This design comes from an exercise in tuning for small area, a short achievable clock period and few clock cycles per item on the open sky130 flow, not from production work. Where RTL was checked, it was by simulation tests only, not by an equivalence proof against the original. The RTL of run 2 was laid out without a check of its function.

==> flow/design.v, too long to show whole: its modules and the start of the top module <==
// module w2rgb_gamma_rom: 2058 lines
// module w2rgb_red_lo_rom: 2058 lines
// module w2rgb_mul_rom0: 7 lines
// module w2rgb_mul_rom1: 7 lines
// module w2rgb_mul_rom2: 7 lines
// module wavelength_to_rgb_core: 118 lines
module wavelength_to_rgb_core (
  input  logic        clk_i,
  input  logic        rst_ni,
  input  logic        in_valid_i,
  output logic        in_ready_o,
  input  logic [13:0] wavelength_i,
  output logic        out_valid_o,
  input  logic        out_ready_i,
  output logic [7:0]  red_o,
  output logic [7:0]  green_o,
  output logic [7:0]  blue_o
);
  // ...
==> flow/run.sh <==
#!/bin/bash
# synth_recipe.tcl (not shown) runs the flow's synth.tcl, then flattens the netlist and writes it again
# the make line also repeats each setting of config.mk as NAME=value (left out here)
make -C /OpenROAD-flow-scripts/flow DESIGN_CONFIG=/design/flow/config.mk WORK_HOME=/design/flow/orfs CLKGATE_MAP_FILE= SYNTH_SCRIPT=/design/flow/synth_recipe.tcl finish
==> flow/config.mk <==
export PLATFORM = sky130hd
export DESIGN_NAME = wavelength_to_rgb_core
export DESIGN_NICKNAME = wavelength_to_rgb_core
export VERILOG_FILES = /design/flow/design.v
export SDC_FILE = /design/flow/constraint.sdc
export NUM_CORES = 4
export LEC_CHECK = 0
export ABC_AREA = 1
export CAP_MARGIN = 20
export CORE_MARGIN = 2
export CORE_UTILIZATION = 45
export SETUP_SLACK_MARGIN = 3.2
export SLEW_MARGIN = 20
export SYNTH_MEMORY_MAX_BITS = 32768
==> flow/constraint.sdc <==
create_clock -name core_clock -period 7.0 [get_ports {clk_i}]
set_input_delay 1.4000 -clock core_clock [delete_from_list [all_inputs] [get_ports {clk_i}]]
set_output_delay 1.4000 -clock core_clock [all_outputs]
set_load 0.01 [all_outputs]
==> results.cfg, run 1 <==
[grt]
grt_pass1_vias = 13841
met1_usage = 0.444
top_usage_layer = met2

[timing]
rsz0062_at_grt = yes
hold_ws_ns = 0.425

[outcome]
status = finished clean

[layout]
nFillCells = 2576
drive_gt1_frac = 0.127
multi_input_gates = 1636
fin_nets = 2170
final_cells = 2402

[clock_tree]
htree_levels = 3
cts.repair.resized = 70
clock_sinks = 64
cts.clk_slew.worst_paths_ns = 0.07
cts.path.max_buffers = 2

[logic_synthesis]
synth_xor_area_frac = 0.0121
syn_area_sq_mm = 0.0116
synthArstFlopShare = 0.0625
synth.mux.area_fraction = 0.00194
synth-seq-area-share = 0.164
yosys-top-cells-area = nand2_1 20%, edfxtp_1 16%, o21ai_0 8.2%, ha_1 7.8%, inv_1 7.4%
synth_top_family_by_area = simple AND/OR/NAND/NOR gates

[hold_path]
holdPathStages = 0
min_to = route4_q[1]

[route]
highest_layer = met4

[placement]
dp_slack_ns = 2.12
place_hpwl_um = 35400

[flow_run]
cap_violations = 0

[setup_path]
r2r-end = idx_q[2]
cp-start-kind = register
slowest_stage = fa_1
critPathMaxFanout = 9
worstRegToRegCells = 15

[floorplan]
die_x_um = 165
die_y_um = 165
Testbench counts, summed over its fixed seeds: cycles 24,032, items 24,000.
==> module w2rgb_mul_rom0, before the edit <==
module w2rgb_mul_rom0 (
  input  logic [6:0] idx_i,
  output logic [22:0] val_o
);
  localparam logic [2943:0] TABLE = 2944'h9e0b333b870a75ef5ce9a149cec7b39499a71747ce0ab89bcdc3370c2a6cf99cd7b5c9aaf0b34ceba687ebccec009e0b333b870a75ef5ce9a149cec7b39499a71747ce0ab89bcdc3370c2a6cf99cd7b5c9aaf0b34ceba687ebccec0007a2780e48e01a99a03143005aa580a58a012b9202182003b2380668600ad8a011c1001ba1802782002f820020000719f80d49e018bfa02dd700545d809a1a0116f201f3600371b805f9600a1ea010950019d9802512002ce2001f400640180bb36015cd202867004a6780880200f66a01b9a0030cd8054ce00900200ecd00173380219a00299a00200009d7a81267a0223fe03f6100748480d48e01802602ae6004b8e8082a200dc4e0166b0022988030b6003876001f00083ff80f6ee01cbba035330061dd80b2aa01433202422003fbb806e6600baaa01311001d99802a220032220020009e0b333b870a75ef5ce9a149cec7b39499a71747ce0ab89bcdc3370c2a6cf99cd7b5c9aaf0b34ceba687ebccec00;
  assign val_o = TABLE[idx_i * 23 +: 23];
endmodule
==> module w2rgb_mul_rom1, before the edit <==
module w2rgb_mul_rom1 (
  input  logic [6:0] idx_i,
  output logic [18:0] val_o
);
  localparam logic [2431:0] TABLE = 2432'h433327d708e8f59ae143147a59998a14791eb81f5c235c28599988f5c0d70a11eb811eb80000433327d708e8f59ae143147a59998a14791eb81f5c235c28599988f5c0d70a11eb811eb8000076278dc8e1999a2f43056a589d8a11b921f820372385e8609d8a0fc1017a181f8201f82000006db78ccce17c5a2be3050758924a107521d4203333857c60924a0ea1015f181d4201d420000060018b33614cd2266704667880020e66a199a02ccd84cce080020ccd013338199a0199a00000999a91eba2147e3d71070a48ccce170a628f6047ae87ae20ccce147b01eb8828f6028f6000007fff8eeee1bbba333305ddd8aaaa13332222203bbb866660aaaa111101999822220222200000433327d708e8f59ae143147a59998a14791eb81f5c235c28599988f5c0d70a11eb811eb80000;
  assign val_o = TABLE[idx_i * 19 +: 19];
endmodule
==> module wavelength_to_rgb_core, before the edit <==
module wavelength_to_rgb_core (
  input  logic        clk_i,
  input  logic        rst_ni,
  input  logic        in_valid_i,
  output logic        in_ready_o,
  input  logic [13:0] wavelength_i,
  output logic        out_valid_o,
  input  logic        out_ready_i,
  output logic [7:0]  red_o,
  output logic [7:0]  green_o,
  output logic [7:0]  blue_o
);
  logic       en;
  logic [3:0] v_q;
  assign en = ~v_q[3] | out_ready_i;
  always_ff @(posedge clk_i or negedge rst_ni) begin
    if (!rst_ni) begin
      v_q <= '0;
    end else if (en) begin
      v_q <= {v_q[2:0], in_valid_i};
    end
  end
  assign in_ready_o  = en;
  assign out_valid_o = v_q[3];
  logic [13:0] w;
  logic [2:0]  route_d;
  always_comb begin
    if      (wavelength_i < w2rgb_pkg::W380) w = w2rgb_pkg::W380;
    else if (wavelength_i > w2rgb_pkg::W780) w = w2rgb_pkg::W780;
    else                                     w = wavelength_i;
    if      (wavelength_i < w2rgb_pkg::W420)  route_d = w2rgb_pkg::R_LO;
    else if (wavelength_i < w2rgb_pkg::W440)  route_d = w2rgb_pkg::R_VIO;
    else if (wavelength_i < w2rgb_pkg::W490)  route_d = w2rgb_pkg::R_BLU;
    else if (wavelength_i < w2rgb_pkg::W510)  route_d = w2rgb_pkg::R_CYA;
    else if (wavelength_i < w2rgb_pkg::W580)  route_d = w2rgb_pkg::R_GRN;
    else if (wavelength_i < w2rgb_pkg::W645)  route_d = w2rgb_pkg::R_YEL;
    else if (wavelength_i <= w2rgb_pkg::W700) route_d = w2rgb_pkg::R_RED;
    else                                      route_d = w2rgb_pkg::R_HI;
  end
  logic [2:0]  route1_q;
  logic [10:0] w1_q;
  always_ff @(posedge clk_i) begin
    if (en) begin
      route1_q <= route_d;
      w1_q     <= w[10:0];
    end
  end
  logic [10:0] op_v;
  logic [10:0] op_e;
  logic        op_neg;
  logic [10:0] op;
  always_comb begin
    op_v   = w1_q;
    op_neg = 1'b1;
    op_e   = 11'd193;
    case (route1_q)
      w2rgb_pkg::R_LO:  begin op_v = {w1_q[9:0], 1'b0}; op_neg = 1'b0; op_e = 11'd128;  end  
      w2rgb_pkg::R_VIO: begin                                          op_e = 11'd897;  end  
      w2rgb_pkg::R_BLU: begin                           op_neg = 1'b0; op_e = 11'd1152; end  
      w2rgb_pkg::R_CYA: begin op_v = {w1_q[8:0], 2'b0};                op_e = 11'd1921; end  
      w2rgb_pkg::R_GRN: begin                           op_neg = 1'b0; op_e = 11'd32;   end  
      w2rgb_pkg::R_YEL: begin                                          op_e = 11'd81;   end  
      default:          begin                                          op_e = 11'd193;  end  
    endcase
    op = (op_neg ? ~op_v : op_v) + op_e;
  end
  logic [2:0]  route2_q;
  logic [10:0] op_q;
  always_ff @(posedge clk_i) begin
    if (en) begin
      route2_q <= route1_q;
      op_q     <= op;
    end
  end
  logic [23:0] pp0;
  logic [18:0] pp1;
  logic [17:0] pp2;
  logic [24:0] prod;
  w2rgb_mul_rom0 i_mul0 (.idx_i({route2_q, op_q[3:0]}),  .val_o(pp0));
  w2rgb_mul_rom1 i_mul1 (.idx_i({route2_q, op_q[7:4]}),  .val_o(pp1));
  w2rgb_mul_rom2 i_mul2 (.idx_i({route2_q, op_q[10:8]}), .val_o(pp2));
  assign prod = 25'(pp0) + (25'(pp1) << 4) + (25'(pp2) << 8);
  logic [2:0]  route3_q;
  logic [10:0] idx_q;
  always_ff @(posedge clk_i) begin
    if (en) begin
      route3_q <= route2_q;
      idx_q    <= prod[24:14];
    end
  end
  logic [7:0] g_d, rl_d;
  w2rgb_gamma_rom  i_gamma  (.idx_i(idx_q), .val_o(g_d));
  w2rgb_red_lo_rom i_red_lo (.idx_i(idx_q), .val_o(rl_d));
  logic [2:0] route4_q;
  logic [7:0] g_q, rl_q;
  always_ff @(posedge clk_i) begin
    if (en) begin
      route4_q <= route3_q;
      g_q      <= g_d;
      rl_q     <= rl_d;
    end
  end
  always_comb begin
    red_o   = 8'd0;
    green_o = 8'd0;
    blue_o  = 8'd0;
    case (route4_q)
      w2rgb_pkg::R_LO:  begin red_o = rl_q;     blue_o  = g_q;    end
      w2rgb_pkg::R_VIO: begin red_o = g_q;      blue_o  = 8'd255; end
      w2rgb_pkg::R_BLU: begin green_o = g_q;    blue_o  = 8'd255; end
      w2rgb_pkg::R_CYA: begin green_o = 8'd255; blue_o  = g_q;    end
      w2rgb_pkg::R_GRN: begin red_o = g_q;      green_o = 8'd255; end
      w2rgb_pkg::R_YEL: begin red_o = 8'd255;   green_o = g_q;    end
      w2rgb_pkg::R_RED: begin red_o = 8'd255;                     end
      default:          begin red_o = g_q;                        end
    endcase
  end
endmodule
==> inputs of run 2 (changes only) <==
--- a/flow/design.v
+++ b/flow/design.v
@@ -4135,17 +4135,17 @@
 endmodule
 module w2rgb_mul_rom0 (
   input  logic [6:0] idx_i,
-  output logic [22:0] val_o
+  output logic [15:0] val_o
 );
-  localparam logic [2943:0] TABLE = 2944'h9e0b333b870a75ef5ce9a149cec7b39499a71747ce0ab89bcdc3370c2a6cf99cd7b5c9aaf0b34ceba687ebccec009e0b333b870a75ef5ce9a149cec7b39499a71747ce0ab89bcdc3370c2a6cf99cd7b5c9aaf0b34ceba687ebccec0007a2780e48e01a99a03143005aa580a58a012b9202182003b2380668600ad8a011c1001ba1802782002f820020000719f80d49e018bfa02dd700545d809a1a0116f201f3600371b805f9600a1ea010950019d9802512002ce2001f400640180bb36015cd202867004a6780880200f66a01b9a0030cd8054ce00900200ecd00173380219a00299a00200009d7a81267a0223fe03f6100748480d48e01802602ae6004b8e8082a200dc4e0166b0022988030b6003876001f00083ff80f6ee01cbba035330061dd80b2aa01433202422003fbb806e6600baaa01311001d99802a220032220020009e0b333b870a75ef5ce9a149cec7b39499a71747ce0ab89bcdc3370c2a6cf99cd7b5c9aaf0b34ceba687ebccec00;
-  assign val_o = TABLE[idx_i * 23 +: 23];
+  localparam logic [2047:0] TABLE = 2048'h9e0b9dc39d7c9d349cec9ca59c5d9c159bce9b869b3e9af79aaf9a679a1f99d89e0b9dc39d7c9d349cec9ca59c5d9c159bce9b869b3e9af79aaf9a679a1f99d807a1072306a5062705a9052b04ad042f03b1033302b5023701b9013b00bd003f071a06a5063005ba054504d0045b03e6037102fc02870212019d012800b3003e063305cd056605000499043303cd036603000299023301cd016601000099003309d70933088f07eb074806a40600055c04b80414037002cd0229018500e1003d083e07b5072d06a4061c0593050b048203f9037102e8026001d7014f00c6003e9e0b9dc39d7c9d349cec9ca59c5d9c159bce9b869b3e9af79aaf9a679a1f99d8;
+  assign val_o = TABLE[idx_i * 16 +: 16];
 endmodule
 module w2rgb_mul_rom1 (
   input  logic [6:0] idx_i,
-  output logic [18:0] val_o
+  output logic [15:0] val_o
 );
-  localparam logic [2431:0] TABLE = 2432'h433327d708e8f59ae143147a59998a14791eb81f5c235c28599988f5c0d70a11eb811eb80000433327d708e8f59ae143147a59998a14791eb81f5c235c28599988f5c0d70a11eb811eb8000076278dc8e1999a2f43056a589d8a11b921f820372385e8609d8a0fc1017a181f8201f82000006db78ccce17c5a2be3050758924a107521d4203333857c60924a0ea1015f181d4201d420000060018b33614cd2266704667880020e66a199a02ccd84cce080020ccd013338199a0199a00000999a91eba2147e3d71070a48ccce170a628f6047ae87ae20ccce147b01eb8828f6028f6000007fff8eeee1bbba333305ddd8aaaa13332222203bbb866660aaaa111101999822220222200000433327d708e8f59ae143147a59998a14791eb81f5c235c28599988f5c0d70a11eb811eb80000;
-  assign val_o = TABLE[idx_i * 19 +: 19];
+  localparam logic [2047:0] TABLE = 2048'h43333eb83a3d35c231472ccc285123d71f5c1ae1166611eb0d7008f5047a000043333eb83a3d35c231472ccc285123d71f5c1ae1166611eb0d7008f5047a000076276e4766665e8656a54ec546e43f0437232f4327621f8217a10fc107e000006db766675f1657c65075492541d43a8433332be324921d4215f10ea1075000006001599b53344cce46674001399a33342ccd26672000199a13330ccd06660000999a8f5d851f7ae270a466675c2951ec47ae3d71333328f61eb8147b0a3d00007fff77776eee66665ddd55554ccc44443bbb33332aaa2222199911110888000043333eb83a3d35c231472ccc285123d71f5c1ae1166611eb0d7008f5047a0000;
+  assign val_o = TABLE[idx_i * 16 +: 16];
 endmodule
 module w2rgb_mul_rom2 (
   input  logic [5:0] idx_i,
@@ -4228,14 +4228,14 @@
       op_q     <= op;
     end
   end
-  logic [23:0] pp0;
-  logic [18:0] pp1;
+  logic [15:0] pp0;
+  logic [15:0] pp1;
   logic [17:0] pp2;
   logic [24:0] prod;
   w2rgb_mul_rom0 i_mul0 (.idx_i({route2_q, op_q[3:0]}),  .val_o(pp0));
   w2rgb_mul_rom1 i_mul1 (.idx_i({route2_q, op_q[7:4]}),  .val_o(pp1));
   w2rgb_mul_rom2 i_mul2 (.idx_i({route2_q, op_q[10:8]}), .val_o(pp2));
-  assign prod = 25'(pp0) + (25'(pp1) << 4) + (25'(pp2) << 8);
+  assign prod = (25'(pp0) << 7) + (25'(pp1) << 7) + (25'(pp2) << 8);
   logic [2:0]  route3_q;
   logic [10:0] idx_q;
   always_ff @(posedge clk_i) begin
==> run 2 against run 1 <==
Fmax decreased by 5.0%. Non-clock buffer count increased by 29. Register-to-register slack got worse by 0.20 ns. Sequential cell count unchanged. Cell count decreased by 5.6%. Routed wire length increased by 0.12%. Via count decreased by 4.5%. Critical path type unchanged. Critical endpoint is now idx_q[10].
==> results.cfg, run 2 <==
[outcome]
status = finished clean

[floorplan]
die_y_um = 161
ios = 44
die_x_um = 161
core_area_sq_mm = 0.0243
start_util = 0.459
die_area_sq_mm = 0.0261
row_count = 57

[placement]
place_area_sq_mm = 0.0118
place_hpwl_um = 35700
io_buffers = 43
gp_congestion = 1.05

[timing]
fmax_mhz = 248
fin_crit_sh = 0.577
slew_headroom = 0.296
fin_setup_tns_ns = 0
slew_viol_final = 0
worst_pin_slew_ns = 1.05
hold_viol = 0
min_period_ns = 4.04
rsz0062_at_grt = yes
skew_ns = 0.0138
setup_viol = 0

[grt]
grt_start_max_net_pins = 68
antenna_found_initial = 0
overflow = 0
grt_usage = 0.375
grt_pass1_vias = 13575
grt_pass1_wl_um = 76500

[route]
dr.pass1.iters = 11
ant_nets = 0
drt_iter0_markers = 2054
totalWireLength_um = 50900
routedWlPerCell_um = 22.5
num_vias = 14638
vias_per_cell = 6.46
drc = 0

[setup_path]
critPathMaxFanout = 5
cp_data_arrival_time_ns = 4.11
cp-start-kind = register
cp.depth = 21
path_class = register to register
slowest_stage = edfxtp_1
worstRegToRegCells = 21
crit_required_ns = 7.08
critPathCaptureType = register
crit_chain = inv_2 -> ha_4 -> inv_4 -> nand2_4 -> o21ai_4 -> buf_4 -> nand2_1 -> a211oi_1 -> a21oi_1 -> o21a_1 -> fa_1 -> inv_1 -> ha_2 -> a21oi_2 -> inv_1 -> a31oi_2 -> nor2_1 -> a2111oi_2 -> nand2_1 -> nand2_1 -> nand2_1
critPathTopFamily = compound AO/OA/AOI/OAI gates
crit_top_cell = nand2_1
critPathMaxStageDelay_ns = 0.52
cp_num_buf_inv = 5

[clock_tree]
clock_sinks = 64
cts.clk_slew.worst_paths_ns = 0.05
cts.path.max_buffers = 2
cts-buffers-inserted = 9
htree_levels = 3
cts_tree = built
clock_tree.root_cell = clkbuf_16
cts_hold_buffers = 0
clk_latency_ns = 0.34

[layout]
layout_commonest_cell = nand2_1
fin_nets = 2035
area_growth_pct = 21.4
antenna_cells = 0
drive_gt1_frac = 0.157
largestRegisters = idx_q: 11 flops, op_q: 11 flops, w1_q: 11 flops
design_area_sq_mm = 0.0135
most-common-layout-cells = 415 x nand2_1, 209 x inv_1, 192 x nor2_1

[logic_synthesis]
synthArstFlopShare = 0.0625
yosysTopAreaCell = edfxtp_1
yosysMostFrequentCell = nand2_1
synth_top_flop_cell = edfxtp_1
synthesis.nets = 1958
ys_seq_elements = 64
synth.distinct_cells = 68
syn-instance-count = 1861
syn_area_sq_mm = 0.0112
syn_avg_cell_area_sq_um = 5.99
synth_enable_flop_cells = 60
yosys-top-cells-area = edfxtp_1 16%, nand2_1 15%, o21ai_0 8.3%, inv_1 7.8%, ha_1 7.4%
ys_warn_count = 3
synthTopCellsByCount = 433 x nand2_1, 231 x inv_1, 210 x nor2_1, 186 x o21ai_0, 154 x a21oi_1
synth-seq-area-share = 0.170
synth_top_area_share = 0.162

[hold_path]
hold_path.class = register to register
holdPathStages = 0

[flow_run]
cap_violations = 0
==> run 2: cell count changes in the layout (fill, tap and decap cells not counted), moves of 8 or more <==
cell      previous run  this run
nand2_1            570       415
nand3_1            143        91
buf_4               53        82
o21ai_1             23        36
inv_2               12        24
nand2_2             31        20
o221ai_1             6        16
a21oi_1            141       133
nor2_1             200       192
o21ai_0            165       157
==> run 2: cell type report <==
cell class              count  area, sq um
clock buffers              12          256
clock inverters             4         53.8
fillers                  2430        10800
inverters                 254         1010
multi-input cells        1466         8660
flip-flops and latches     64         1900
well taps                 324          405
repair buffers            140         1230
repair inverters            3         20.0
==> run 2: layer usage <==
| layer | global-route usage | wire [um] | up-vias |
|---|---|---|---|
| met1 | 0.453 | 18300 | 6493 |
| met4 | 0.246 | 4170 | 0 |
| met5 | 0 | 0 | - |
| li1 | - | - | 6520 |
| met2 | 0.601 | 22700 | 1262 |
| met3 | 0.0822 | 5770 | 363 |
==> run 2: worst register-to-register path: cells and delay by family, from the launching register on <==
kind | cells | cell delay [ns]
flops | 1 | 0.52
buf+inv | 5 | 0.48
simple gates | 6 | 0.43
fa+ha+maj | 3 | 1.09
compound gates | 7 | 1.26
==> run 2: cell families after synthesis <==
family | share of synthesized area
AOI/OAI and AO/OA | 0.293
xor gates and xnor gates | 0.0210
adders and majority gates | 0.0974
buffers and inverters | 0.118
DFF | 0.170
and+or+nand+nor | 0.301
==> run 2: path summary, 6_finish.rpt <==
path                               end  slack (ns)   startpoint
max reg2reg                  idx_q[10]        2.96      op_q[5]
max                          idx_q[10]        2.96      op_q[5]
min reg2reg                route4_q[2]        0.42  route3_q[2]
max in group asynchronous       v_q[2]        5.56       rst_ni
min                        route4_q[2]        0.42  route3_q[2]
min in group asynchronous       v_q[0]        1.27       rst_ni
==> run 2: metrics by stage <==
stage | hold slack (ns) | cells | setup slack [ns] | utilization
after floorplan | 0.400 | 1861 | 3.25 | -
after global placement | 0.410 | 2167 | 2.22 | 0.484
after detailed placement | 0.408 | 2167 | 2.27 | 0.484
after CTS | 0.421 | 2232 | 3.05 | 0.530
after global routing | 0.438 | 2267 | 2.79 | 0.557
final | 0.421 | 2267 | 2.96 | 0.557
==> run 2: repair_timing <==
item                                   4_1_cts  5_1_grt
pin swaps                                   31       45
setup endpoints to repair                   20       27
gates resized for setup                    130      104
endpoints found under the hold margin        0        0
buffers inserted                            47       34
gates cloned                                 2        1
==> module w2rgb_mul_rom2, before the edit <==
module w2rgb_mul_rom2 (
  input  logic [5:0] idx_i,
  output logic [17:0] val_o
);
  localparam logic [1151:0] TABLE = 1152'h3eb84d70a2cccc8f5c1ae1447ae08f5c00003eb84d70a2cccc8f5c1ae1447ae08f5c00006e4717a184ec50fc102f4307e080fc100000666715f1849250ea102be3075080ea100000599b1333840010ccd02667066680ccd000008f5d1eb886667147b03d710a3d8147b000007777199985555111103333088881111000003eb84d70a2cccc8f5c1ae1447ae08f5c0000;
  assign val_o = TABLE[idx_i * 18 +: 18];
endmodule
==> inputs of run 3 (changes only) <==
--- a/flow/design.v
+++ b/flow/design.v
@@ -8,13 +8,13 @@
   localparam logic [13:0] W645 = 14'd10320;
   localparam logic [13:0] W700 = 14'd11200;
   localparam logic [13:0] W780 = 14'd12480;
-  localparam logic [2:0] R_LO  = 3'd0;
-  localparam logic [2:0] R_VIO = 3'd1;
-  localparam logic [2:0] R_BLU = 3'd2;
-  localparam logic [2:0] R_CYA = 3'd3;
-  localparam logic [2:0] R_GRN = 3'd4;
-  localparam logic [2:0] R_YEL = 3'd5;
-  localparam logic [2:0] R_RED = 3'd6;
+  localparam logic [2:0] R_LO  = 3'd6;
+  localparam logic [2:0] R_VIO = 3'd0;
+  localparam logic [2:0] R_BLU = 3'd1;
+  localparam logic [2:0] R_CYA = 3'd2;
+  localparam logic [2:0] R_GRN = 3'd3;
+  localparam logic [2:0] R_YEL = 3'd4;
+  localparam logic [2:0] R_RED = 3'd5;
   localparam logic [2:0] R_HI  = 3'd7;
 endpackage
 module w2rgb_gamma_rom (
@@ -4137,21 +4137,21 @@
   input  logic [6:0] idx_i,
   output logic [15:0] val_o
 );
-  localparam logic [2047:0] TABLE = 2048'h9e0b9dc39d7c9d349cec9ca59c5d9c159bce9b869b3e9af79aaf9a679a1f99d89e0b9dc39d7c9d349cec9ca59c5d9c159bce9b869b3e9af79aaf9a679a1f99d807a1072306a5062705a9052b04ad042f03b1033302b5023701b9013b00bd003f071a06a5063005ba054504d0045b03e6037102fc02870212019d012800b3003e063305cd056605000499043303cd036603000299023301cd016601000099003309d70933088f07eb074806a40600055c04b80414037002cd0229018500e1003d083e07b5072d06a4061c0593050b048203f9037102e8026001d7014f00c6003e9e0b9dc39d7c9d349cec9ca59c5d9c159bce9b869b3e9af79aaf9a679a1f99d8;
+  localparam logic [2047:0] TABLE = 2048'h9e0b9dc39d7c9d349cec9ca59c5d9c159bce9b869b3e9af79aaf9a679a1f99d89e0b9dc39d7c9d349cec9ca59c5d9c159bce9b869b3e9af79aaf9a679a1f99d89e0b9dc39d7c9d349cec9ca59c5d9c159bce9b869b3e9af79aaf9a679a1f99d807a1072306a5062705a9052b04ad042f03b1033302b5023701b9013b00bd003f071a06a5063005ba054504d0045b03e6037102fc02870212019d012800b3003e063305cd056605000499043303cd036603000299023301cd016601000099003309d70933088f07eb074806a40600055c04b80414037002cd0229018500e1003d083e07b5072d06a4061c0593050b048203f9037102e8026001d7014f00c6003e;
   assign val_o = TABLE[idx_i * 16 +: 16];
 endmodule
 module w2rgb_mul_rom1 (
   input  logic [6:0] idx_i,
   output logic [15:0] val_o
 );
-  localparam logic [2047:0] TABLE = 2048'h43333eb83a3d35c231472ccc285123d71f5c1ae1166611eb0d7008f5047a000043333eb83a3d35c231472ccc285123d71f5c1ae1166611eb0d7008f5047a000076276e4766665e8656a54ec546e43f0437232f4327621f8217a10fc107e000006db766675f1657c65075492541d43a8433332be324921d4215f10ea1075000006001599b53344cce46674001399a33342ccd26672000199a13330ccd06660000999a8f5d851f7ae270a466675c2951ec47ae3d71333328f61eb8147b0a3d00007fff77776eee66665ddd55554ccc44443bbb33332aaa2222199911110888000043333eb83a3d35c231472ccc285123d71f5c1ae1166611eb0d7008f5047a0000;
+  localparam logic [2047:0] TABLE = 2048'h43333eb83a3d35c231472ccc285123d71f5c1ae1166611eb0d7008f5047a000043333eb83a3d35c231472ccc285123d71f5c1ae1166611eb0d7008f5047a000043333eb83a3d35c231472ccc285123d71f5c1ae1166611eb0d7008f5047a000076276e4766665e8656a54ec546e43f0437232f4327621f8217a10fc107e000006db766675f1657c65075492541d43a8433332be324921d4215f10ea1075000006001599b53344cce46674001399a33342ccd26672000199a13330ccd06660000999a8f5d851f7ae270a466675c2951ec47ae3d71333328f61eb8147b0a3d00007fff77776eee66665ddd55554ccc44443bbb33332aaa22221999111108880000;
   assign val_o = TABLE[idx_i * 16 +: 16];
 endmodule
 module w2rgb_mul_rom2 (
   input  logic [5:0] idx_i,
   output logic [17:0] val_o
 );
-  localparam logic [1151:0] TABLE = 1152'h3eb84d70a2cccc8f5c1ae1447ae08f5c00003eb84d70a2cccc8f5c1ae1447ae08f5c00006e4717a184ec50fc102f4307e080fc100000666715f1849250ea102be3075080ea100000599b1333840010ccd02667066680ccd000008f5d1eb886667147b03d710a3d8147b000007777199985555111103333088881111000003eb84d70a2cccc8f5c1ae1447ae08f5c0000;
+  localparam logic [1151:0] TABLE = 1152'h3eb84d70a2cccc8f5c1ae1447ae08f5c00003eb84d70a2cccc8f5c1ae1447ae08f5c00003eb84d70a2cccc8f5c1ae1447ae08f5c00006e4717a184ec50fc102f4307e080fc100000666715f1849250ea102be3075080ea100000599b1333840010ccd02667066680ccd000008f5d1eb886667147b03d710a3d8147b00000777719998555511110333308888111100000;
   assign val_o = TABLE[idx_i * 18 +: 18];
 endmodule
 module wavelength_to_rgb_core (
--- a/flow/config.mk
+++ b/flow/config.mk
@@ -8,7 +8,7 @@
 export ABC_AREA = 1
 export CAP_MARGIN = 20
 export CORE_MARGIN = 2
-export CORE_UTILIZATION = 45
+export CORE_UTILIZATION = 55
 export SETUP_SLACK_MARGIN = 3.2
 export SLEW_MARGIN = 20
 export SYNTH_MEMORY_MAX_BITS = 32768
==> run 3 against run 2 <==
Largest cell class unchanged. Cell count down 8.2%. Sequential cell count unchanged. Count of clock-buffer cells in the layout down 3. Non-clock buffer count down 23. Still clean on timing, DRC and antenna. Die area down 21%. Core utilization up 11 points. Register-to-register slack worse by 0.30 ns. Critical path type unchanged. Fmax down 6.9%.
==> results.cfg, run 3 <==
[logic_synthesis]
yosysTopAreaCell = edfxtp_1
syn_avg_cell_area_sq_um = 6.12
synth-seq-area-share = 0.177
syn_area_sq_mm = 0.0108
ys_warn_count = 3
synth_enable_flop_cells = 60
yosysMostFrequentCell = nand2_1
synth_top_flop_cell = edfxtp_1
syn-instance-count = 1758
synth.distinct_cells = 62
ys_seq_elements = 64
yosys-top-cells-area = edfxtp_1 17%, nand2_1 14%, ha_1 7.9%, o21ai_0 7.5%, nor2_1 7.1%
synthArstFlopShare = 0.0625
synth_top_area_share = 0.167
synthesis.nets = 1857
synthTopCellsByCount = 413 x nand2_1, 203 x nor2_1, 183 x inv_1, 161 x o21ai_0, 133 x a21oi_1

[timing]
fmax_mhz = 231
slew_headroom = 0.257
setup_viol = 0
rsz0062_at_grt = yes
fin_crit_sh = 0.620
fin_setup_tns_ns = 0
skew_ns = 0.0155
min_period_ns = 4.34
slew_viol_final = 0
hold_viol = 0
worst_pin_slew_ns = 1.11

[route]
dr.pass1.iters = 14
totalWireLength_um = 53200
ant_nets = 0
num_vias = 14942
vias_per_cell = 7.18
routedWlPerCell_um = 25.6
drc = 0
drt_iter0_markers = 2742

[floorplan]
ios = 44
start_util = 0.557
die_y_um = 144
die_area_sq_mm = 0.0207
core_area_sq_mm = 0.0193
row_count = 51
die_x_um = 144

[grt]
grt_usage = 0.485
overflow = 0
grt_pass1_wl_um = 76300
antenna_found_initial = 5
grt_pass1_vias = 13340
grt_start_max_net_pins = 68

[clock_tree]
cts_hold_buffers = 0
clock_tree.root_cell = clkbuf_16
cts-buffers-inserted = 9
clock_sinks = 64
cts_tree = built
clk_latency_ns = 0.35
cts.path.max_buffers = 2
htree_levels = 3
cts.clk_slew.worst_paths_ns = 0.07

[layout]
nFillCells = 1590
design_area_sq_mm = 0.0128
register_area_sq_mm = 0.00190
largestRegisters = idx_q: 11 flops, op_q: 11 flops, w1_q: 11 flops
layout_commonest_cell = nand2_1
fin_nets = 1907
most-common-layout-cells = 404 x nand2_1, 182 x nor2_1, 166 x inv_1
drive_gt1_frac = 0.148
multi_input_area_sq_mm = 0.00827
area_growth_pct = 19.0

[placement]
gp_congestion = 1.08
place_hpwl_um = 34100
place_area_sq_mm = 0.0113
io_buffers = 43

[setup_path]
cp-start-kind = register
crit_required_ns = 7.11
path_class = register to register
critPathMaxFanout = 6
critPathCaptureType = register
cp_data_arrival_time_ns = 4.45

[flow_run]
cap_violations = 0

[hold_path]
hold_path.class = register to register

[outcome]
status = finished clean
[run 3: cell families (layout without fill, tap and decap cells)]
kind of cell	Yosys count	count (layout)	share of synthesized area
simple gates	760	760	0.292
compound gates	532	532	0.298
buf+inv	297	352	0.109
fa+ha+maj	81	81	0.103
flops	64	64	0.177
xor+xnor	24	24	0.0209
other cells	0	2	0
[run 3: cell type report]
class	instances	share of cell area
antenna	2	0.000391
clock buffer	9	0.0176
clock inverter	7	0.00801
inverter	219	0.0683
multi-input combinational	1397	0.646
sequential	64	0.148
tap	265	0.0259
timing repair buffer	117	0.0857
[run 3: what timing repair did]
| action | in CTS | in global routing |
|---|---|---|
| endpoints found under the hold margin | 0 | 0 |
| cloned | 1 | 2 |
| pin swaps | 11 | 33 |
| gates resized for setup | 57 | 128 |
| setup endpoints to repair | 12 | 14 |
| buffers inserted | 33 | 20 |
[run 3: path summary, 6_finish.rpt]
kind	from	to	slack, ns	cells past startpoint
min in group asynchronous	rst_ni	v_q[2]	1.25	1
setup / recovery	op_q[4]	idx_q[10]	2.66	16
max in group asynchronous	rst_ni	v_q[0]	5.58	1
setup reg to reg	op_q[4]	idx_q[10]	2.66	16
hold / removal	route3_q[0]	route4_q[0]	0.42	0
hold reg to reg	route3_q[0]	route4_q[0]	0.42	0
[run 3: stage by stage]
| stage | cells | hold slack [ns] | utilization | worst slack (ns) |
|---|---|---|---|---|
| after global placement | 2006 | 0.404 | 0.585 | 2.35 |
| after global routing | 2078 | 0.442 | 0.662 | 2.76 |
| final | 2080 | 0.424 | 0.662 | 2.66 |
| after floorplan | 1758 | 0.400 | - | 3.24 |
| after detailed placement | 2006 | 0.407 | 0.585 | 2.31 |
| after CTS | 2056 | 0.426 | 0.629 | 3.10 |
[run 3: layer usage]
layer | share of wire | track usage | up-vias | wire length [um]
met4 | 0.10 | 0.337 | 8 | 5520
met1 | 0.32 | 0.545 | 6611 | 17100
li1 | - | - | 6182 | -
met2 | 0.42 | 0.764 | 1562 | 22500
met3 | 0.15 | 0.177 | 579 | 7880
met5 | 0.0014 | 0 | - | 72
[run 3: critical path: stages, from the launching register on]
cell       delay, ns
edfxtp_1        0.44
inv_2           0.09
buf_6           0.15
ha_2            0.22
nand2_1         0.15
inv_1           0.11
o211ai_1        0.17
a21oi_1         0.09
nor3_1          0.85
ha_1            0.38
ha_1            0.34
a21oi_1         0.33
nor3_2          0.12
a2111oi_4       0.34
nand2_1         0.14
nand2_1         0.10
nand2_1         0.06
Testbench counts of run 3, summed over its fixed seeds: cycles 24,032, items 24,000.
==> inputs of run 4 (changes only) <==
--- a/flow/config.mk
+++ b/flow/config.mk
@@ -8,7 +8,8 @@
 export ABC_AREA = 1
 export CAP_MARGIN = 20
 export CORE_MARGIN = 2
-export CORE_UTILIZATION = 55
+export CORE_UTILIZATION = 45
 export SETUP_SLACK_MARGIN = 3.2
 export SLEW_MARGIN = 20
 export SYNTH_MEMORY_MAX_BITS = 32768
+export TNS_END_PERCENT = 10
==> run 4 against run 3 <==
Worst setup slack improved by 0.46 ns. Core utilization is 9.6 points lower. Routed wire length down 6.6%. Via count fell by 5.2%. Global-route usage shrank 11 points. Worst hold slack got worse by 0.0062 ns. Largest cell class unchanged.
==> results.cfg, run 4 <==
[outcome]
status = finished clean

[clock_tree]
clk_latency_ns = 0.33
cts_hold_buffers = 0
cts.path.max_buffers = 2
clock_tree.root_cell = clkbuf_16
clock_sinks = 64
cts_tree = built
htree_levels = 3
cts.clk_slew.worst_paths_ns = 0.06
cts-buffers-inserted = 9

[layout]
drive_gt1_frac = 0.174
most-common-layout-cells = 397 x nand2_1, 185 x nor2_1, 164 x inv_1
layout_commonest_cell = nand2_1
area_growth_pct = 23.5
fin_nets = 1937
largestRegisters = idx_q: 11 flops, op_q: 11 flops, w1_q: 11 flops
antenna_cells = 0

[placement]
io_buffers = 43
gp_congestion = 1.09
dp_slack_ns = 2.13
place_hpwl_um = 32600

[logic_synthesis]
synth_top_flop_cell = edfxtp_1
yosys-top-cells-area = edfxtp_1 17%, nand2_1 14%, ha_1 7.9%, o21ai_0 7.5%, nor2_1 7.1%
synth_enable_flop_cells = 60
yosysTopAreaCell = edfxtp_1
synth-seq-area-share = 0.177
ys_seq_elements = 64
synth_top_area_share = 0.167
syn-instance-count = 1758
syn_avg_cell_area_sq_um = 6.12
ys_warn_count = 3
syn_area_sq_mm = 0.0108
synth.distinct_cells = 62
synthesis.nets = 1857
synthTopCellsByCount = 413 x nand2_1, 203 x nor2_1, 183 x inv_1, 161 x o21ai_0, 133 x a21oi_1
synthArstFlopShare = 0.0625
yosysMostFrequentCell = nand2_1

[route]
vias_per_cell = 6.55
num_vias = 14170
dr.pass1.iters = 10
ant_nets = 0
drc = 0
drt_iter0_markers = 2188
totalWireLength_um = 49700
routedWlPerCell_um = 23.0

[floorplan]
die_x_um = 159
row_count = 56
die_area_sq_mm = 0.0252
ios = 44
start_util = 0.459
die_y_um = 159
core_area_sq_mm = 0.0235

[timing]
rsz0062_at_grt = yes
slew_headroom = 0.282
slew_viol_final = 0
fin_crit_sh = 0.554
setup_viol = 0
fin_setup_tns_ns = 0
fmax_mhz = 258
hold_ws_ns = 0.418
skew_ns = 0.00981
min_period_ns = 3.88
worst_pin_slew_ns = 1.07
worst_slack_ns = 3.12
hold_viol = 0

[flow_run]
cap_violations = 0

[setup_path]
rrSetupSlack_ns = 3.12
cp_data_arrival_time_ns = 3.96
crit_required_ns = 7.09
slowest_stage = fa_1
worstRegToRegCells = 19
crit_chain = buf_12 -> clkinvlp_4 -> buf_4 -> buf_4 -> nor2_1 -> o21ai_0 -> nand2_1 -> o21ai_1 -> o221ai_2 -> a21oi_2 -> fa_1 -> ha_4 -> a21o_1 -> a31oi_4 -> o21ai_1 -> a21boi_1 -> nand2_1 -> nand2_1 -> nand2_1
cp-start-kind = register
r2r_start = route2_q[0]
path_class = register to register
critPathMaxFanout = 10
critPathMaxStageDelay_ns = 0.49
r2r-end = idx_q[8]
crit_top_cell = nand2_1
critPathCaptureType = register

[hold_path]
min_to = route4_q[2]
hold_path.class = register to register
hold_start = route3_q[2]
holdPathStages = 0

[grt]
grt_pass1_vias = 12371
grt_pass1_wl_um = 70900
grt_start_max_net_pins = 68
antenna_found_initial = 1
grt_usage = 0.370
overflow = 0
==> run 4: cell counts after synthesis <==
No cell type changed its count.
==> run 4: cells by family (layout without fill, tap and decap cells) <==
group | count (synthesis) | count (layout) | synth area share
AND/OR/NAND/NOR | 760 | 760 | 0.292
AO/OA/AOI/OAI | 532 | 532 | 0.298
buffers and inverters | 297 | 382 | 0.109
adder cells (fa/ha/maj) | 81 | 81 | 0.103
flip-flops | 64 | 64 | 0.177
XOR/XNOR | 24 | 24 | 0.0209
==> run 4: cell type report <==
cell class / instances / area, sq um
Timing Repair inverter: 2 / 12.5
Clock buffer: 9 / 225
Timing Repair Buffer: 145 / 1340
Multi-Input combinational cell: 1397 / 8480
Sequential cell: 64 / 1900
Tap cell: 319 / 399
Clock inverter: 7 / 78.8
Inverter: 219 / 867
Fill cell: 2255 / 10200
==> run 4: timing repair <==
action,4_1_cts,5_1_grt
gates resized for setup,28,206
setup endpoints to repair,12,12
pin swaps,2,67
gates cloned,1,4
buffers inserted,25,59
==> run 4: worst max-delay path by stage <==
stage                           start         to  slack [ns]  depth (start not counted)
after global placement    route2_q[1]  idx_q[10]        2.34                         17
final                     route2_q[0]   idx_q[8]        3.12                         19
after floorplan               op_q[8]  idx_q[10]        3.19                         19
after detailed placement  route2_q[1]  idx_q[10]        2.13                         17
after CTS                     op_q[4]  idx_q[10]        3.07                         20
after global routing          op_q[0]   idx_q[8]        3.04                         18
==> run 4: critical path, delay by kind of cell (launching register included) <==
kind | cells | cell delay (ns)
compound gates | 8 | 1.39
fa+ha+maj | 2 | 0.77
buf+inv | 4 | 0.66
flops | 1 | 0.46
simple gates | 5 | 0.34
==> run 4: layer usage <==
metal	track usage	part of all wire
met5	0	0
met2	0.579	0.43
met4	0.202	0.079
met3	0.108	0.13
met1	0.459	0.35
==> run 4: stage by stage <==
stage | cell area [sq um] | cells | utilization
3_3_place_gp | 11400 | 2057 | 0.484
2_1_floorplan | 10800 | 1758 | -
6_report | 13300 | 2162 | 0.566
5_1_grt | 13300 | 2162 | 0.566
4_1_cts | 12000 | 2099 | 0.509
3_5_place_dp | 11400 | 2057 | 0.484
==> inputs of run 5 (changes only) <==
--- a/flow/config.mk
+++ b/flow/config.mk
@@ -9,7 +9,6 @@
 export CAP_MARGIN = 20
 export CORE_MARGIN = 2
 export CORE_UTILIZATION = 45
-export SETUP_SLACK_MARGIN = 3.2
+export SETUP_SLACK_MARGIN = 3.5
 export SLEW_MARGIN = 20
 export SYNTH_MEMORY_MAX_BITS = 32768
-export TNS_END_PERCENT = 10
==> run 5 against run 4 <==
Still clean on timing, DRC and antenna. Via count increased by 1.6%. First-iteration DRC count is 20% lower. Cell count up 1.5%. Clock skew fell by 0.0040 ns. Sequential cell count is the same. Die area is the same. Worst setup slack improved by 0.16 ns. Core utilization up 2.6 points. Non-clock buffer count rose by 31. Critical path depth stayed put. Largest cell class unchanged.
==> results.cfg, run 5 <==
[outcome]
status = finished clean

[setup_path]
crit_required_ns = 7.08
cp-start-kind = register
rrSetupSlack_ns = 3.29
cp_data_arrival_time_ns = 3.79
path_class = register to register
critPathMaxFanout = 4
critPathCaptureType = register

[timing]
rsz0062_at_grt = yes
setup_viol = 0
hold_viol = 0
fin_crit_sh = 0.530
worst_pin_slew_ns = 0.995
fin_setup_tns_ns = 0
fmax_mhz = 269
min_period_ns = 3.71
slew_headroom = 0.334
slew_viol_final = 0
skew_ns = 0.00582
hold_ws_ns = 0.422

[route]
drt_iter0_markers = 1742
ant_nets = 0
dr.pass1.iters = 7
num_vias = 14396
vias_per_cell = 6.56
drc = 0
totalWireLength_um = 51500
routedWlPerCell_um = 23.5

[logic_synthesis]
synthTopCellsByCount = 413 x nand2_1, 203 x nor2_1, 183 x inv_1, 161 x o21ai_0, 133 x a21oi_1
syn-instance-count = 1758
yosysMostFrequentCell = nand2_1
synth_enable_flop_cells = 60
synth_top_area_share = 0.167
synthesis.nets = 1857
synth.distinct_cells = 62
syn_avg_cell_area_sq_um = 6.12
ys_seq_elements = 64
yosysTopAreaCell = edfxtp_1
ys_warn_count = 3
synthArstFlopShare = 0.0625
yosys-top-cells-area = edfxtp_1 17%, nand2_1 14%, ha_1 7.9%, o21ai_0 7.5%, nor2_1 7.1%
syn_area_sq_mm = 0.0108
synth-seq-area-share = 0.177
synth_top_flop_cell = edfxtp_1

[clock_tree]
clock_tree.root_cell = clkbuf_16
cts.clk_slew.worst_paths_ns = 0.06
clk_latency_ns = 0.34
htree_levels = 3
cts_hold_buffers = 0
cts_tree = built
cts.path.max_buffers = 2
cts-buffers-inserted = 9
clock_sinks = 64

[floorplan]
ios = 44
die_y_um = 159
die_area_sq_mm = 0.0252
row_count = 56
die_x_um = 159
start_util = 0.459
core_area_sq_mm = 0.0235

[placement]
place_hpwl_um = 34400
io_buffers = 43
gp_congestion = 1.01
place_area_sq_mm = 0.0115

[layout]
layout_commonest_cell = nand2_1
design_area_sq_mm = 0.0139
largestRegisters = idx_q: 11 flops, op_q: 11 flops, w1_q: 11 flops
fin_nets = 1969
antenna_cells = 0
nFillCells = 2126
most-common-layout-cells = 380 x nand2_1, 171 x nor2_1, 149 x inv_1
area_growth_pct = 29.3
drive_gt1_frac = 0.229

[grt]
grt_start_max_net_pins = 46
overflow = 0
grt_pass1_vias = 13121
antenna_found_initial = 0
grt_usage = 0.392
grt_pass1_wl_um = 75000
gr-usage-met3 = 0.0803
use_met2 = 0.652
top_usage_layer = met2
met1_usage = 0.453

[flow_run]
cap_violations = 0

[hold_path]
hold_path.class = register to register
[run 5: cell counts after synthesis]
No cell type changed its count.
[run 5: worst max-delay path, cell delays in order, from the launching register on]
cell	delay [ns]
edfxtp_1	0.42
buf_12	0.17
buf_6	0.13
buf_6	0.12
ha_4	0.17
inv_4	0.05
nand2_2	0.05
nand3_1	0.09
nand2_1	0.08
o21ai_2	0.17
o221ai_2	0.11
a21oi_2	0.28
fa_2	0.52
ha_4	0.28
a21o_1	0.20
buf_4	0.15
nor2_4	0.08
nand2_2	0.10
buf_4	0.15
xor2_1	0.15
[run 5: path summary, 6_finish.rpt]
| check | from | to | cells past startpoint |
|---|---|---|---|
| setup / recovery | op_q[5] | idx_q[2] | 19 |
| hold / removal | route3_q[0] | route4_q[0] | 0 |
| setup reg to reg | op_q[5] | idx_q[2] | 19 |
| hold reg to reg | route3_q[0] | route4_q[0] | 0 |
| max in group asynchronous | rst_ni | v_q[2] | 1 |
| min in group asynchronous | rst_ni | v_q[1] | 1 |
[run 5: cell type report]
type / count / area (sq um) / share of cell area
clock buffers: 10 / 239 / 0.0172
clock inverters: 6 / 115 / 0.00827
inverters: 219 / 895 / 0.0643
multi-input cells: 1399 / 8810 / 0.633
flip-flops and latches: 64 / 1900 / 0.137
well taps: 319 / 399 / 0.0287
repair buffers: 176 / 1550 / 0.111
repair inverters: 1 / 5.00 / 0.000360
[run 5: timing repair]
action	CTS	global route
pin swaps	68	77
resized for setup	229	127
gates cloned	3	2
setup endpoints to repair	25	25
setup buffers	78	32
[run 5: cells by family after synthesis]
kind of cell,after synthesis,synth area share
adders and majority gates,81,0.103
and+or+nand+nor,760,0.292
buffers and inverters,297,0.109
xor gates and xnor gates,24,0.0209
AOI/OAI and AO/OA,532,0.298
DFF,64,0.177
[run 5: metrics by stage]
step	worst slack, ns	utilization	std cells
2_1_floorplan	3.51	-	1758
3_3_place_gp	2.39	0.489	2063
6_report	3.29	0.593	2194
5_1_grt	3.11	0.593	2194
3_5_place_dp	2.31	0.489	2063
4_1_cts	3.37	0.563	2160
[run 5: layer usage]
metal,share of wire,vias to the layer above
met5,0,-
met4,0.087,0
met3,0.11,376
met2,0.46,1216
met1,0.34,6491
li1,-,6313
==> inputs of run 6 (changes only) <==
--- a/flow/config.mk
+++ b/flow/config.mk
@@ -9,6 +9,6 @@
 export CAP_MARGIN = 20
 export CORE_MARGIN = 2
 export CORE_UTILIZATION = 45
-export SETUP_SLACK_MARGIN = 3.5
+export SETUP_SLACK_MARGIN = 2.6
 export SLEW_MARGIN = 20
 export SYNTH_MEMORY_MAX_BITS = 32768
==> run 6 against run 5 <==
First-iteration DRC count is 9.0% lower. Synthesized cell count stayed put. Non-clock buffer count is 94 lower. Final area is 14% lower. Worst setup slack worse by 0.59 ns.
==> results.cfg, run 6 <==
[outcome]
status = finished clean

[timing]
hold_viol = 0
skew_ns = 0.00713
worst_pin_slew_ns = 0.971
fin_crit_sh = 0.614
setup_viol = 0
slew_viol_final = 0
min_period_ns = 4.30
hold_ws_ns = 0.426
worst_slack_ns = 2.70
slew_headroom = 0.353
fin_setup_tns_ns = 0
fmax_mhz = 233
rsz0062_at_grt = no

[hold_path]
hold_start = route3_q[2]
min_to = route4_q[2]
holdPathStages = 0
hold_path.class = register to register

[route]
num_vias = 13484
totalWireLength_um = 48500
drt_iter0_markers = 1585
drc = 0
routedWlPerCell_um = 23.1
dr.pass1.iters = 16
ant_nets = 0
vias_per_cell = 6.42

[logic_synthesis]
synth_top_area_share = 0.167
ys_warn_count = 3
synth.distinct_cells = 62
syn_avg_cell_area_sq_um = 6.12
synth_top_flop_cell = edfxtp_1
synthArstFlopShare = 0.0625
yosys-top-cells-area = edfxtp_1 17%, nand2_1 14%, ha_1 7.9%, o21ai_0 7.5%, nor2_1 7.1%
ys_seq_elements = 64
syn_area_sq_mm = 0.0108
synth-seq-area-share = 0.177
synth_enable_flop_cells = 60
synthesis.nets = 1857
yosysMostFrequentCell = nand2_1
syn-instance-count = 1758
synthTopCellsByCount = 413 x nand2_1, 203 x nor2_1, 183 x inv_1, 161 x o21ai_0, 133 x a21oi_1
yosysTopAreaCell = edfxtp_1

[grt]
overflow = 0
antenna_found_initial = 0
grt_pass1_vias = 12672
grt_usage = 0.385
grt_pass1_wl_um = 73500
grt_start_max_net_pins = 69

[layout]
nFillCells = 2412
most-common-layout-cells = 411 x nand2_1, 201 x nor2_1, 179 x inv_1
largestRegisters = idx_q: 11 flops, op_q: 11 flops, w1_q: 11 flops
final_cells = 2099
fin_nets = 1873
layout_commonest_cell = nand2_1
drive_gt1_frac = 0.0731
area_growth_pct = 11.0
fin_util = 0.509

[floorplan]
die_y_um = 159
die_x_um = 159
ios = 44
row_count = 56
core_area_sq_mm = 0.0235
die_area_sq_mm = 0.0252
start_util = 0.459

[clock_tree]
cts_tree = built
clock_sinks = 64
cts_hold_buffers = 0
clock_tree.root_cell = clkbuf_16
cts.clk_slew.worst_paths_ns = 0.05
htree_levels = 3
cts-buffers-inserted = 9
cts.path.max_buffers = 2
clk_latency_ns = 0.33

[setup_path]
cp-start-kind = input port
critPathMaxFanout = 68
rrSetupSlack_ns = 2.81
r2r_start = op_q[2]
path_class = input port to primary output
critPathCaptureType = primary output
worstRegToRegCells = 16
cp_data_arrival_time_ns = 2.90
crit_start = out_ready_i
crit_required_ns = 5.60
r2r-end = idx_q[7]

[flow_run]
cap_violations = 0

[placement]
gp_congestion = 1.01
placed_cells = 2064
dp_slack_ns = 2.21
io_buffers = 43
place_hpwl_um = 34700
-- run 6: cell type report --
cell class,count,area (sq um),area share
Antenna cell,1,2.50,0.000209
Timing Repair inverter,1,5.00,0.000419
Clock inverter,4,70.1,0.00587
Inverter,219,832,0.0696
Timing Repair Buffer,82,748,0.0626
Clock buffer,12,236,0.0198
Tap cell,319,399,0.0334
Sequential cell,64,1900,0.159
Multi-Input combinational cell,1397,7750,0.649
-- run 6: critical path: stages --
cell	delay, ns
clkdlybuf4s50_1	0.45
inv_1	0.04
nand2_2	0.07
buf_12	0.31
clkdlybuf4s50_1	0.61
-- run 6: worst max-delay path by stage --
stage	to	cells after the start
floorplan	in_ready_o	2
global placement	in_ready_o	5
detailed placement	idx_q[10]	16
CTS	idx_q[10]	17
global route	idx_q[10]	17
finish	in_ready_o	5
-- run 6: timing repair --
| action | in CTS | in global routing |
|---|---|---|
| resized for setup | 6 | 17 |
| cloned | 0 | 1 |
| buffers inserted | 9 | 8 |
| setup endpoints to repair | 6 | 11 |
-- run 6: cell families (layout without fill, tap and decap cells) --
logic type      count (synthesis)  in the layout  share of synthesized area
other cells                     0              1                          0
simple gates                  760            760                      0.292
fa+ha+maj                      81             81                      0.103
buf+inv                       297            318                      0.109
compound gates                532            532                      0.298
flops                          64             64                      0.177
xor+xnor                       24             24                     0.0209
-- run 6: metrics by stage --
| stage | area, sq um |
|---|---|
| after floorplan | 10800 |
| after global placement | 11400 |
| after detailed placement | 11400 |
| after CTS | 11800 |
| after global routing | 11900 |
| final | 11900 |
-- run 6: metal layers --
metal	vias up	wire length, um	track usage
met4	0	3470	0.232
met5	-	0	0
met2	1040	22000	0.628
met1	6082	17600	0.458
met3	254	5460	0.0969
li1	6108	-	-
==> inputs of run 7 (changes only) <==
--- a/flow/config.mk
+++ b/flow/config.mk
@@ -9,6 +9,6 @@
 export CAP_MARGIN = 20
 export CORE_MARGIN = 2
 export CORE_UTILIZATION = 45
-export SETUP_SLACK_MARGIN = 2.6
+export SETUP_SLACK_MARGIN = 3.05
 export SLEW_MARGIN = 20
 export SYNTH_MEMORY_MAX_BITS = 32768
==> run 7 against run 6 <==
Cell count grew 2.1%. Clock skew grew 0.0024 ns. Die area is the same. Sequential cell count is the same. Critical path type is now register to register.
==> results.cfg, run 7 <==
[outcome]
status = finished clean

[route]
routedWlPerCell_um = 22.4
drc = 0
totalWireLength_um = 48000
vias_per_cell = 6.48
dr.pass1.iters = 10
drt_iter0_markers = 2032
num_vias = 13883
ant_nets = 0

[timing]
setup_viol = 0
worst_pin_slew_ns = 1.12
min_period_ns = 3.88
slew_viol_final = 0
fin_setup_tns_ns = 0
slew_headroom = 0.247
skew_ns = 0.00956
fin_crit_sh = 0.554
hold_viol = 0
rsz0062_at_grt = yes
fmax_mhz = 258

[logic_synthesis]
synth.distinct_cells = 62
synth-seq-area-share = 0.177
synthArstFlopShare = 0.0625
yosysMostFrequentCell = nand2_1
yosysTopAreaCell = edfxtp_1
syn-instance-count = 1758
synthesis.nets = 1857
syn_avg_cell_area_sq_um = 6.12
ys_warn_count = 3
synth_top_area_share = 0.167
synthTopCellsByCount = 413 x nand2_1, 203 x nor2_1, 183 x inv_1, 161 x o21ai_0, 133 x a21oi_1
yosys-top-cells-area = edfxtp_1 17%, nand2_1 14%, ha_1 7.9%, o21ai_0 7.5%, nor2_1 7.1%
ys_seq_elements = 64
syn_area_sq_mm = 0.0108
synth_top_flop_cell = edfxtp_1
synth_enable_flop_cells = 60

[clock_tree]
clock_sinks = 64
cts_tree = built
htree_levels = 3
cts.clk_slew.worst_paths_ns = 0.06
clock_tree.root_cell = clkbuf_16
cts-buffers-inserted = 9
cts_hold_buffers = 0
cts.path.max_buffers = 2
clk_latency_ns = 0.33

[layout]
area_growth_pct = 18.5
nFillCells = 2342
drive_gt1_frac = 0.134
largestRegisters = idx_q: 11 flops, op_q: 11 flops, w1_q: 11 flops
most-common-layout-cells = 407 x nand2_1, 192 x nor2_1, 170 x inv_1
layout_commonest_cell = nand2_1
multi_input_area_sq_mm = 0.00816
register_area_sq_mm = 0.00190
design_area_sq_mm = 0.0128
fin_nets = 1914

[setup_path]
r2r_start = op_q[4]
r2r-end = idx_q[10]
critPathMaxFanout = 6
worstRegToRegCells = 20
critPathCapture = idx_q[10]
crit_start = op_q[4]
critPathCaptureType = register
crit_required_ns = 7.08
rrSetupSlack_ns = 3.12
cp-start-kind = register
cp_data_arrival_time_ns = 3.96
path_class = register to register

[floorplan]
die_x_um = 159
ios = 44
die_area_sq_mm = 0.0252
row_count = 56
core_area_sq_mm = 0.0235
start_util = 0.459
die_y_um = 159

[grt]
grt_pass1_vias = 12383
antenna_found_initial = 7
overflow = 0
grt_usage = 0.370
grt_pass1_wl_um = 70800
grt_start_max_net_pins = 68

[placement]
gp_congestion = 1.09
place_area_sq_mm = 0.0114
io_buffers = 43
place_hpwl_um = 32600

[flow_run]
cap_violations = 0

[hold_path]
hold_path.class = register to register
hold_start = route3_q[2]
## run 7: cell counts after synthesis
Identical to the previous run, type by type.
## run 7: final cells by class
type                    instances  share of cell area
multi-input cells            1397               0.640
diodes                          4            0.000784
clock buffers                   9              0.0177
well taps                     319              0.0313
flip-flops and latches         64               0.149
repair inverters                2            0.000981
repair buffers                122              0.0878
clock inverters                 7             0.00618
inverters                     219              0.0666
## run 7: logic make-up (layout without fill, tap and decap cells)
logic type | after synthesis | count (layout) | synth area share
other | 0 | 4 | 0
buffers and inverters | 297 | 359 | 0.109
AOI/OAI and AO/OA | 532 | 532 | 0.298
adders and majority gates | 81 | 81 | 0.103
and+or+nand+nor | 760 | 760 | 0.292
xor gates and xnor gates | 24 | 24 | 0.0209
DFF | 64 | 64 | 0.177
## run 7: stage by stage
stage | hold WS [ns] | cells | setup WS [ns] | util
detailed placement | 0.405 | 2057 | 2.13 | 0.484
finish | 0.418 | 2143 | 3.12 | 0.544
global placement | 0.407 | 2057 | 2.34 | 0.484
CTS | 0.418 | 2099 | 3.05 | 0.509
floorplan | 0.400 | 1758 | 3.19 | -
global route | 0.444 | 2139 | 2.93 | 0.543
## run 7: what timing repair did
item,4_1_cts,5_1_grt
resized for setup,25,122
gates cloned,1,2
endpoints found under the setup margin,11,12
buffers inserted,25,38
pin swaps,2,25
hold endpoints to repair,0,0
## run 7: per-layer routing
metal,part of all wire,track usage,vias up,wire length (um)
li1,-,-,6186,-
met4,0.074,0.209,2,3570
met2,0.44,0.575,1194,21000
met3,0.13,0.123,317,6310
met1,0.36,0.448,6184,17100
met5,0.00027,0,-,13
## run 7: how the worst min path moves through the flow
stage                        endpoint  slack, ns  depth (start not counted)
after global routing      route4_q[2]       0.44                          0
final                     route4_q[2]       0.42                          0
after global placement    route4_q[2]       0.41                          0
after floorplan           route4_q[0]       0.40                          0
after detailed placement  route4_q[2]       0.40                          0
after CTS                 route4_q[2]       0.42                          0
## run 7: worst max-delay path: stages, from the launching register on
cell	delay, ns
edfxtp_1	0.48
buf_6	0.19
ha_1	0.23
nor2_2	0.13
inv_1	0.08
o21ai_2	0.10
inv_1	0.11
o22ai_2	0.19
a21oi_1	0.06
o21ai_1	0.12
a211oi_2	0.11
fa_1	0.58
ha_4	0.24
a21oi_4	0.16
inv_2	0.06
a31oi_4	0.17
nor2_2	0.06
a2111oi_2	0.36
nand2_1	0.10
nand2_1	0.07
nand2_1	0.04
==> inputs of run 8 (changes only) <==
--- a/flow/config.mk
+++ b/flow/config.mk
@@ -9,6 +9,6 @@
 export CAP_MARGIN = 20
 export CORE_MARGIN = 2
 export CORE_UTILIZATION = 45
-export SETUP_SLACK_MARGIN = 3.05
+export SETUP_SLACK_MARGIN = 2.75
 export SLEW_MARGIN = 20
 export SYNTH_MEMORY_MAX_BITS = 32768
==> run 8 against run 7 <==
Die area unchanged. Synthesized cell count unchanged. Highest routed layer unchanged. Critical path depth unchanged. Still clean on timing, DRC and antenna.
==> results.cfg, run 8 <==
[clock_tree]
clock_tree.root_cell = clkbuf_16
clock_sinks = 64
htree_levels = 3
cts.clk_slew.worst_paths_ns = 0.06
cts-buffers-inserted = 9
cts_tree = built
cts.path.max_buffers = 2
cts_hold_buffers = 0
clk_latency_ns = 0.33

[hold_path]
hold_path.class = register to register
hold_start = route3_q[2]
holdPathStages = 0
min_to = route4_q[2]

[route]
wl_met3_um = 6010
drt_iter0_markers = 1943
num_vias = 13626
vias_per_cell = 6.48
dr.pass1.iters = 12
wl_met1_um = 17100
ant_nets = 0
routedWlPerCell_um = 22.3
drc = 0
met2WireLength_um = 20300
highest_layer = met5
totalWireLength_um = 46800

[placement]
io_buffers = 43
gp_congestion = 1.09
place_area_sq_mm = 0.0114
place_hpwl_um = 32600

[setup_path]
cp_data_arrival_time_ns = 4.15
crit_required_ns = 7.08
critPathMaxStageDelay_ns = 0.48
rrSetupSlack_ns = 2.94
r2r-end = idx_q[10]
r2r_start = op_q[5]
slowest_stage = fa_1
worstRegToRegCells = 20
crit_chain = buf_4 -> ha_1 -> nor2_2 -> inv_1 -> o21ai_0 -> inv_1 -> o22ai_1 -> a21oi_1 -> o21ai_0 -> a211oi_2 -> fa_1 -> ha_1 -> a21oi_1 -> inv_1 -> a31oi_1 -> nor2_1 -> a2111oi_2 -> nand2_1 -> nand2_1 -> nand2_1
crit_start = op_q[5]
path_class = register to register
critPathMaxFanout = 7
critPathCaptureType = register
cp-start-kind = register

[timing]
hold_viol = 0
skew_ns = 0.0112
fin_setup_tns_ns = 0
worst_pin_slew_ns = 1.10
slew_headroom = 0.262
slew_viol_final = 0
rsz0062_at_grt = yes
fmax_mhz = 246
fin_crit_sh = 0.581
min_period_ns = 4.06
setup_viol = 0

[layout]
multi_input_area_sq_mm = 0.00779
fin_nets = 1877
drive_gt1_frac = 0.0824
nFillCells = 2451
layout_commonest_cell = nand2_1
largestRegisters = idx_q: 11 flops, op_q: 11 flops, w1_q: 11 flops
most-common-layout-cells = 410 x nand2_1, 198 x nor2_1, 178 x inv_1
area_growth_pct = 11.7
register_area_sq_mm = 0.00190
design_area_sq_mm = 0.0120

[logic_synthesis]
ys_warn_count = 3
synth_enable_flop_cells = 60
synth-seq-area-share = 0.177
ys_seq_elements = 64
synthTopCellsByCount = 413 x nand2_1, 203 x nor2_1, 183 x inv_1, 161 x o21ai_0, 133 x a21oi_1
synthesis.nets = 1857
synthArstFlopShare = 0.0625
syn_avg_cell_area_sq_um = 6.12
yosys-top-cells-area = edfxtp_1 17%, nand2_1 14%, ha_1 7.9%, o21ai_0 7.5%, nor2_1 7.1%
synth_top_area_share = 0.167
yosysMostFrequentCell = nand2_1
yosysTopAreaCell = edfxtp_1
synth.distinct_cells = 62
syn_area_sq_mm = 0.0108
syn-instance-count = 1758
synth_top_flop_cell = edfxtp_1

[floorplan]
die_y_um = 159
core_area_sq_mm = 0.0235
start_util = 0.459
die_x_um = 159
row_count = 56
ios = 44
die_area_sq_mm = 0.0252

[grt]
grt_usage = 0.367
grt_start_max_net_pins = 68
antenna_found_initial = 6
overflow = 0
grt_pass1_wl_um = 70300
grt_pass1_vias = 12277

[flow_run]
cap_violations = 0

[outcome]
status = finished clean
-- run 8: how the worst max path moves through the flow --
stage | end | slack [ns]
floorplan | idx_q[10] | 3.19
global placement | idx_q[10] | 2.34
detailed placement | idx_q[10] | 2.13
CTS | idx_q[10] | 2.68
global route | idx_q[9] | 2.74
finish | idx_q[10] | 2.94
-- run 8: timing repair --
item                                    CTS  global route
resized for setup                        10            36
setup buffers                            12            16
hold endpoints to repair                  0             0
pin swaps                                 0             2
gates cloned                              1             0
endpoints found under the setup margin   10            11
-- run 8: cell type report --
class | instances | area share
clock inverters | 7 | 0.00656
repair buffers | 86 | 0.0640
flip-flops and latches | 64 | 0.158
well taps | 319 | 0.0332
diodes | 1 | 0.000208
repair inverters | 1 | 0.000624
clock buffers | 9 | 0.0187
multi-input cells | 1397 | 0.648
inverters | 219 | 0.0702
-- run 8: critical path: cells and delay by family (launching register included) --
| kind | cells | cell delay (ns) |
|---|---|---|
| buffers and inverters | 4 | 0.43 |
| DFF | 1 | 0.47 |
| and+or+nand+nor | 5 | 0.46 |
| adders and majority gates | 3 | 1.07 |
| AOI/OAI and AO/OA | 8 | 1.37 |
-- run 8: per-layer routing --
metal  up-vias  track usage
li1       6116            -
met1      6111        0.451
met2      1080        0.569
met3       315        0.115
met4         4        0.205
met5         -            0
-- run 8: kinds of logic after synthesis --
family	after synthesis	synth area share
simple gates	760	0.292
fa+ha+maj	81	0.103
compound gates	532	0.298
xor+xnor	24	0.0209
flops	64	0.177
buf+inv	297	0.109
-- run 8: per-stage QoR --
stage                util  setup WS (ns)  std cells  hold slack (ns)
global route        0.512           2.74       2102            0.444
CTS                 0.503           2.68       2086            0.418
floorplan               -           3.19       1758            0.400
global placement    0.484           2.34       2057            0.407
finish              0.512           2.94       2103            0.418
detailed placement  0.484           2.13       2057            0.405

==> port drivers added, routing unchanged <==
No port has a modelled driver above. Below, the same layouts with a new extraction and two added sets of constraints. Step 1 (the two cells are an assumption about what drives the block):
set clk [get_ports {clk_i}]
set_driving_cell -lib_cell sky130_fd_sc_hd__clkbuf_16 $clk
set_driving_cell -lib_cell sky130_fd_sc_hd__buf_2 [delete_from_list [all_inputs] $clk]
Step 2 also shifts input and output timing later by t, the mid clock arrival at the registers, as if the neighbouring blocks saw the same clock. a / b / c = ideal ports / drivers / drivers and shift; a / b = the first two.
| run | shift t [ns] | slack for setup (ns) | worst data-port slew with drivers (ns) | cell pins on the clock port's net |
|---|---|---|---|---|
| run 1 | 0.393 | 3.164 / 3.164 / 3.164 | 0.03 | 1 |
| run 2 | 0.374 | 2.962 / 2.962 / 2.962 | 0.03 | 1 |
| run 3 | 0.385 | 2.662 / 2.662 / 2.662 | 0.03 | 1 |
| run 4 | 0.366 | 3.125 / 3.125 / 3.125 | 0.03 | 1 |
| run 5 | 0.371 | 3.287 / 3.287 / 3.287 | 0.03 | 1 |
| run 6 | 0.359 | 2.702 / 2.678 / 2.678 | 0.03 | 1 |
| run 7 | 0.366 | 3.124 / 3.124 / 3.124 | 0.03 | 1 |
| run 8 | 0.366 | 2.935 / 2.935 / 2.935 | 0.03 | 1 |
After both steps setup and hold are still met in every run listed. For run 6, which loses most, drivers alone change the setup slack by -0.024 ns; drivers and shift together by -0.024 ns.
